This design comes from an exercise in tuning for small area, a short achievable clock period and few clock cycles per item on the open sky130 flow, not from production work.
Function was checked by simulation only, so behaviour that the tests miss may differ from the original.
Power is estimated from default activity; no workload was simulated.

==> job 8690 <==
==> flow/design.v (excerpt) <==
module node_health_monitor_table_core #(
   parameter int unsigned SLOTS = SLOTS_DEF
)(
   input  logic        clock,
   input  logic        reset,
   input  logic        req_valid,
   output logic        req_ready,
   input  logic [1:0]  req_opcode,
   input  logic [31:0] req_node_id,
   input  logic [15:0] req_battery_cv,
   input  logic [15:0] req_reboot_total,
   input  logic [31:0] req_now_ms,
   output logic        rsp_valid,
   input  logic        rsp_ready,
   output logic [2:0]  rsp_alert_kind,
   output logic [31:0] rsp_alert_node,
   output logic [15:0] rsp_alert_arg,
   output logic [31:0] rsp_alert_time_ms,
   output logic [31:0] rsp_heard_ms,
   output logic        rsp_last_of_run,
   input  logic        csr_wen,
   input  logic [2:0]  csr_index,
   input  logic [31:0] csr_wdata
);
   localparam int unsigned CW = $clog2(SLOTS + 1);
   nhm_pkg::cfg_type cfg_ff;
   always_ff @(posedge clock) begin
      if (reset) begin
         cfg_ff <= {HIBERNATE_RST, CRITICAL_RST, WARNING_RST, HYST_RST,
                    RB_LIMIT_RST, RB_WINDOW_RST, SILENCE_RST};
      end else if (csr_wen) begin
         unique case (csr_index)
            CSR_HIBERNATE: cfg_ff.hibernate <= csr_wdata[15:0];
            CSR_CRITICAL:  cfg_ff.critical  <= csr_wdata[15:0];
            CSR_WARNING:   cfg_ff.warning   <= csr_wdata[15:0];
            CSR_HYST:      cfg_ff.hyst      <= csr_wdata[15:0];
  ...
export LEC_CHECK = 0
export CAP_MARGIN = 20
export CORE_MARGIN = 2
export CORE_UTILIZATION = 60
export SETUP_SLACK_MARGIN = 5
export SLEW_MARGIN = 20
export SYNTH_HIERARCHICAL = 1
export SYNTH_MINIMUM_KEEP_SIZE = 0
create_clock -name core_clock -period 8.0 [get_ports {clock}]
run.sh (not shown) runs the stock make flow with config.mk's settings and CLKGATE_MAP_FILE= SYNTH_SCRIPT=/design/flow/synth_recipe.tcl, a recipe that flattens the netlist after the stock synthesis.
==> job 836 (differences from job 8690) <==
--- a/flow/design.v
+++ b/flow/design.v
@@ -121,16 +121,47 @@
             end
          end
          g = gn; p = pn;
       end
       carry1 = g[W-1] | p[W-1];
    endfunction
    assign lt = !carry1(a, ~b);
 endmodule
+module nhm_cam #(
+   parameter int N = 16
+)(
+   input  logic [N*32-1:0] keys,
+   input  logic [N-1:0]    valid,
+   input  logic [31:0]     id,
+   output logic [N-1:0]    hit
+);
+   always_comb begin
+      for (int i = 0; i < N; i++) begin
+         hit[i] = valid[i] && (keys[i*32 +: 32] == id);
+      end
+   end
+endmodule
+module nhm_rd #(
+   parameter int N = 16,
+   parameter int W = 32
+)(
+   input  logic [N-1:0]   sel,
+   input  logic [N*W-1:0] data,
+   input  logic           take,
+   input  logic [W-1:0]   upd,
+   output logic [W-1:0]   q
+);
+   always_comb begin
+      q = {W{take}} & upd;
+      for (int i = 0; i < N; i++) begin
+         q = q | ({W{sel[i] && !take}} & data[i*W +: W]);
+      end
+   end
+endmodule
 import nhm_pkg::*;
 module node_health_monitor_table_core #(
    parameter int unsigned SLOTS = SLOTS_DEF
 )(
    input  logic        clock,
    input  logic        reset,
    input  logic        req_valid,
    output logic        req_ready,
@@ -202,65 +233,75 @@
    logic [31:0] c_now;
    logic [1:0]  c_lvl;
    logic        c_warn_up, c_crit_up;
    logic [SLOTS-1:0] c_wsel;
    logic        c_found, c_claim;
    logic [31:0] c_heard;
    logic [1:0]  c_level;
    logic        c_silent, c_anom;
-   logic        c_win_gt, c_sil_gt, c_rb_gt, c_rb0;
+   logic        c_rb0;
+   logic        c_sel_w, c_same_hb, c_gw_m, c_gw_c, c_gs_m, c_gs_c, c_gr_m, c_gr_c;
+   logic        c_win_gt, c_sil_gt, c_rb_gt;
    logic        c_go, do_hb, do_sil, do_qry, c_wr, restart;
    logic [1:0]  n_level;
    logic        n_anom;
-   logic accept, in_v, in_hb, a_prev, a_prev2, a_c, a_claim;
+   logic accept, in_v, in_hb, a_prev, a_prev2, a_c, a_claim, a_found;
    logic [SLOTS-1:0] cam, a_hit;
    logic [CW-1:0] a_free;
    logic [31:0] r_heard, r_wstart;
    logic [15:0] r_rbase;
    logic [1:0]  r_level;
    logic        r_silent, r_anom;
    logic        lt_hib, lt_crit, lt_warn, ge_wu, ge_cu, br_w, br_c;
    assign accept = req_valid && req_ready;
    assign in_v   = accept && req_node_id != 32'd0 && req_opcode != OP_RESERVED;
    assign in_hb  = req_opcode == OP_HEARTBEAT;
+   logic [SLOTS*32-1:0] keys;
+   logic [SLOTS-1:0]    written;
    always_comb begin
       for (int i = 0; i < SLOTS; i++) begin
-         cam[i] = (CW'(i) < used_ff) && (m_node[i] == req_node_id);
+         keys[i*32 +: 32] = m_node[i];
+         written[i]       = CW'(i) < used_ff;
       end
    end
+   nhm_cam #(.N(SLOTS)) u_cam (.keys(keys), .valid(written), .id(req_node_id), .hit(cam));
    assign a_prev  = b_v && (b_id == req_node_id);
    assign a_prev2 = c_v && (c_id == req_node_id);
    assign a_hit   = a_prev ? b_wsel : a_prev2 ? c_wsel : cam;
+   assign a_found = a_prev ? b_wsel != '0 : a_prev2 ? c_wsel != '0 : cam != '0;
    assign a_free  = alloc_ff + CW'(b_v && b_claim);
-   assign a_claim = in_hb && a_hit == '0 && a_free != CW'(SLOTS);
+   assign a_claim = in_hb && !a_found && a_free != CW'(SLOTS);
    assign a_c = a_prev2 && c_wr;
+   logic f_hb, f_rs;
+   logic [SLOTS*32-1:0] d_heard, d_wstart;
+   logic [SLOTS*16-1:0] d_rbase;
+   logic [SLOTS*3-1:0]  d_la;
+   logic [SLOTS-1:0]    d_sil;
+   assign f_hb = a_prev2 && do_hb;
+   assign f_rs = f_hb && restart;
    always_comb begin
-      r_heard = '0; r_wstart = '0; r_rbase = '0; r_level = '0; r_silent = 1'b0; r_anom = 1'b0;
       for (int i = 0; i < SLOTS; i++) begin
-         r_heard  = r_heard  | ({32{cam[i]}} & m_heard[i]);
-         r_wstart = r_wstart | ({32{cam[i]}} & m_wstart[i]);
-         r_rbase  = r_rbase  | ({16{cam[i]}} & m_rbase[i]);
-         r_level  = r_level  | ({2{cam[i]}}  & m_level[i]);
-         r_silent = r_silent | (cam[i] & m_silent[i]);
-         r_anom   = r_anom   | (cam[i] & m_anom[i]);
-      end
-      if (a_c) begin
-         r_silent = do_sil;
-         if (do_hb) begin
-            r_heard = c_now;
-            r_level = n_level;
-            r_anom  = n_anom;
-            if (restart) begin
-               r_wstart = c_now;
-               r_rbase  = c_rb;
-            end
-         end
-      end
-   end
+         d_heard [i*32 +: 32] = m_heard[i];
+         d_wstart[i*32 +: 32] = m_wstart[i];
+         d_rbase [i*16 +: 16] = m_rbase[i];
+         d_la    [i*3 +: 3]   = {m_level[i], m_anom[i]};
+         d_sil   [i]          = m_silent[i];
+      end
+   end
+   nhm_rd #(.N(SLOTS), .W(32)) u_rd_h (.sel(cam), .data(d_heard),  .take(f_hb),
+                                       .upd(c_now), .q(r_heard));
+   nhm_rd #(.N(SLOTS), .W(32)) u_rd_w (.sel(cam), .data(d_wstart), .take(f_rs),
+                                       .upd(c_now), .q(r_wstart));
+   nhm_rd #(.N(SLOTS), .W(16)) u_rd_r (.sel(cam), .data(d_rbase),  .take(f_rs),
+                                       .upd(c_rb), .q(r_rbase));
+   nhm_rd #(.N(SLOTS), .W(3))  u_rd_l (.sel(cam), .data(d_la),     .take(f_hb),
+                                       .upd({n_level, n_anom}), .q({r_level, r_anom}));
+   nhm_rd #(.N(SLOTS), .W(1))  u_rd_s (.sel(cam), .data(d_sil),    .take(a_c),
+                                       .upd(do_sil), .q(r_silent));
    nhm_lt #(.W(16)) u_hib  (.a(req_battery_cv), .b(cfg_ff.hibernate), .lt(lt_hib));
    nhm_lt #(.W(16)) u_crit (.a(req_battery_cv), .b(cfg_ff.critical),  .lt(lt_crit));
    nhm_lt #(.W(16)) u_warn (.a(req_battery_cv), .b(cfg_ff.warning),   .lt(lt_warn));
    nhm_cmp #(.W(16), .GE(1'b1)) u_wu (.a(req_battery_cv), .b(cfg_ff.warning),
                                       .lim(cfg_ff.hyst), .gt(ge_wu), .br(br_w));
    nhm_cmp #(.W(16), .GE(1'b1)) u_cu (.a(req_battery_cv), .b(cfg_ff.critical),
                                       .lim(cfg_ff.hyst), .gt(ge_cu), .br(br_c));
    always_ff @(posedge clock) begin
@@ -275,17 +316,17 @@
          b_cv      <= req_battery_cv;
          b_rb      <= req_reboot_total;
          b_now     <= req_now_ms;
          b_lvl     <= lt_hib ? 2'd3 : lt_crit ? 2'd2 : lt_warn ? 2'd1 : 2'd0;
          b_warn_up <= ge_wu && !br_w;
          b_crit_up <= ge_cu && !br_c;
          b_hit     <= a_hit;
          b_free    <= a_free;
-         b_found   <= a_hit != '0;
+         b_found   <= a_found;
          b_claim   <= a_claim;
          b_prev    <= a_prev;
          b_heard   <= r_heard;
          b_wstart  <= r_wstart;
          b_rbase   <= r_rbase;
          b_level   <= r_level;
          b_silent  <= r_silent;
          b_anom    <= r_anom;
@@ -320,26 +361,34 @@
          c_crit_up <= b_crit_up;
          c_wsel    <= b_wsel;
          c_found   <= b_found;
          c_claim   <= b_claim;
          c_heard   <= same_hb ? c_now : b_heard;
          c_level   <= same_hb ? n_level : b_level;
          c_silent  <= same ? do_sil : b_silent;
          c_anom    <= same_hb ? n_anom : b_anom;
-         c_win_gt  <= sel_w ? gw_c : gw_m;
-         c_sil_gt  <= same_hb ? gs_c : gs_m;
-         c_rb_gt   <= sel_w ? gr_c : gr_m;
+         c_sel_w   <= sel_w;
+         c_same_hb <= same_hb;
+         c_gw_m    <= gw_m;
+         c_gw_c    <= gw_c;
+         c_gs_m    <= gs_m;
+         c_gs_c    <= gs_c;
+         c_gr_m    <= gr_m;
+         c_gr_c    <= gr_c;
          c_rb0     <= sel_w ? (c_rb == 16'd0) : (b_rbase == 16'd0);
       end
    end
    logic [1:0] lvl0;
    logic       ev_on, ev_rb;
    logic [2:0] ev_lk;
    assign c_go = c_v && !stall;
+   assign c_win_gt = c_sel_w   ? c_gw_c : c_gw_m;
+   assign c_sil_gt = c_same_hb ? c_gs_c : c_gs_m;
+   assign c_rb_gt  = c_sel_w   ? c_gr_c : c_gr_m;
    always_comb begin
       do_hb  = c_go && c_op == OP_HEARTBEAT && (c_found || c_claim);
       do_qry = c_go && c_op == OP_QUERY;
       do_sil = c_go && c_op == OP_SILENCE && c_found && !c_silent && c_sil_gt;
       c_wr   = do_hb || do_sil;
       ev_on  = c_found && c_silent;
       lvl0   = c_found ? c_level : c_lvl;
       n_level = lvl0;
@@ -394,16 +443,17 @@
       logic [2:0]  lk;
       logic        rb;
       logic        sl;
    } rec_type;
    rec_type n_rec, t_ff, h_ff, h_in;
    logic    t_v, h_v;
    logic [2:0]  k_ff, k_in;
    logic [15:0] a_ff, a_in;
+   logic [31:0] q_ff;          
    logic        l_ff, l_in;
    logic push, pop, beat, h_load, t_load, t_nx;
    always_comb begin
       n_rec.node = c_id;
       n_rec.at   = c_now;
       n_rec.data = do_qry ? c_heard : {c_cv, c_rb};
       n_rec.q    = do_qry;
       n_rec.on   = do_hb && ev_on;
@@ -439,16 +489,17 @@
          {k_in, a_in, l_in} = first_beat(h_in);
       end else begin
          {k_in, a_in, l_in} = first_beat(h_rest);
       end
    end
    always_ff @(posedge clock) begin
       if (h_load) begin
          h_ff <= h_in;
+         q_ff <= h_in.q ? h_in.data : 32'd0;
          k_ff <= k_in;
          a_ff <= a_in;
          l_ff <= l_in;
       end else if (beat) begin
          h_ff <= h_rest;
          k_ff <= k_in;
          a_ff <= a_in;
          l_ff <= l_in;
@@ -475,11 +526,11 @@
          t_v <= t_nx;
          req_ready <= !(adv ? b_v : c_v) || !t_nx;
       end
    end
    assign rsp_alert_kind    = k_ff;
    assign rsp_alert_node    = h_ff.node;
    assign rsp_alert_arg     = a_ff;
    assign rsp_alert_time_ms = h_ff.at;
-   assign rsp_heard_ms      = h_ff.q ? h_ff.data : 32'd0;
+   assign rsp_heard_ms      = q_ff;
    assign rsp_last_of_run   = l_ff;
 endmodule
==> flow/flow/run.sh (new file) <==
#!/bin/bash
# The standard layout (standard.sh, unchanged synthesis and steps), with one change:
# the input and output port buffers are buf_4 cells instead of the buffer that
# buffer_ports picks on its own (clkdlybuf4s50_1, a delay cell that is slow on every
# port path). Every port still gets its own buffer. The make output goes to
# layout.log here; ORFS keeps each step's log under orfs/logs/.
set -euo pipefail
export BUFFER_PORTS_ARGS="-buffer_cell sky130_fd_sc_hd__buf_4"
bash standard.sh finish > layout.log 2>&1
==> flow/standard.sh (new file) <==
#!/bin/bash
# synth_recipe.tcl (not shown) runs the flow's synth.tcl, then flattens the netlist and writes it again
# the make line also repeats each setting of config.mk as NAME=value (left out here)
make -C /OpenROAD-flow-scripts/flow DESIGN_CONFIG=/design/flow/config.mk WORK_HOME=/design/flow/orfs CLKGATE_MAP_FILE= SYNTH_SCRIPT=/design/flow/synth_recipe.tcl "${@:-finish}"
CORE_UTILIZATION = 35   (was 60)
removed: flow/run.sh
==> results.txt <==
Clock skew: job 836 is lower than job 8690 (0.014 ns).
Sequential power is about the same in job 836 and job 8690.
Against job 8690, the power of job 836 is higher by 2.4%.
Of job 836 and job 8690, job 836 has the higher register-to-register slack (gap 0.21 ns).
Die area: job 8690 is smaller than job 836 (42%).
In job 8690 the combinational power is smaller than in job 836, by about 15%.
In job 836 the maximum frequency is higher than in job 8690, by 7.2%.
==> figures <==
Number of global-route vias before repair: job 836 73800; job 8690 75900
Class of the most critical setup path: job 836 flip-flop to flip-flop; job 8690 input pin to flip-flop
Aggregate global-route resource usage: job 836 25.9%; job 8690 46.0%
Well Taps: job 836 4387; job 8690 2511
Antenna violations before repair: job 836 33; job 8690 45
Core area: job 836 0.333 mm²; job 8690 0.191 mm²
Most frequent cell on the critical path: job 836 sky130_fd_sc_hd__buf_4; job 8690 sky130_fd_sc_hd__buf_12
Height of the die: job 836 583 µm; job 8690 442 µm
Internal reg-to-reg setup slack: job 836 4.53 ns; job 8690 4.32 ns
Result of the run: job 836 no timing/DRC/antenna violations; job 8690 no timing/DRC/antenna violations
Clk sink count: job 836 2647; job 8690 2611
Filler Cell Count: job 836 28700; job 8690 11200
Met1 track demand over resource in global routing: job 836 32.8%; job 8690 58.0%
Nets@finish: job 836 9199; job 8690 9528
Combined area of the multi-input logic cells: job 836 0.0376 mm²; job 8690 0.0383 mm²
Post_cts resized: job 836 697; job 8690 1660
Testbench counts of job 8690, summed over its fixed seeds: cycles 2,670, items 2,560.
Testbench counts of job 836, summed over its fixed seeds: cycles 2,670, items 2,560.

what the ideal ports hide:
No port has a modelled driver above. Below, the same layouts with a new extraction and two added sets of constraints. Step 1: set_driving_cell puts a clkbuf_16 on clock and a buf_2 on each other input, an assumption about the parent block. Step 2 adds t to the input delays and takes it off the output delays; t is the mean of the earliest and latest rising clock arrival at the registers after step 1. Input paths then give back, and output paths get back, about the clock's delay inside the block. a / b / c = no drivers / after step 1 / after step 2; a / b = the first two.
run | t (ns) | slack for setup (ns) | hold WS [ns] | worst data-port slew with drivers (ns) | cell pins on the clock port's net
job 8690 | 1.045 | 4.276 / 4.305 / 3.260 | 0.413 / 0.413 / 0.413 | 0.10 | 1
job 836 | 0.977 | 4.527 / 4.442 / 3.465 | 0.419 / 0.419 / 0.419 | 0.32 | 1
After both steps every run listed still meets setup and hold. For job 836, which loses most, drivers alone change the setup slack by -0.085 ns; drivers and shift together by -1.062 ns.
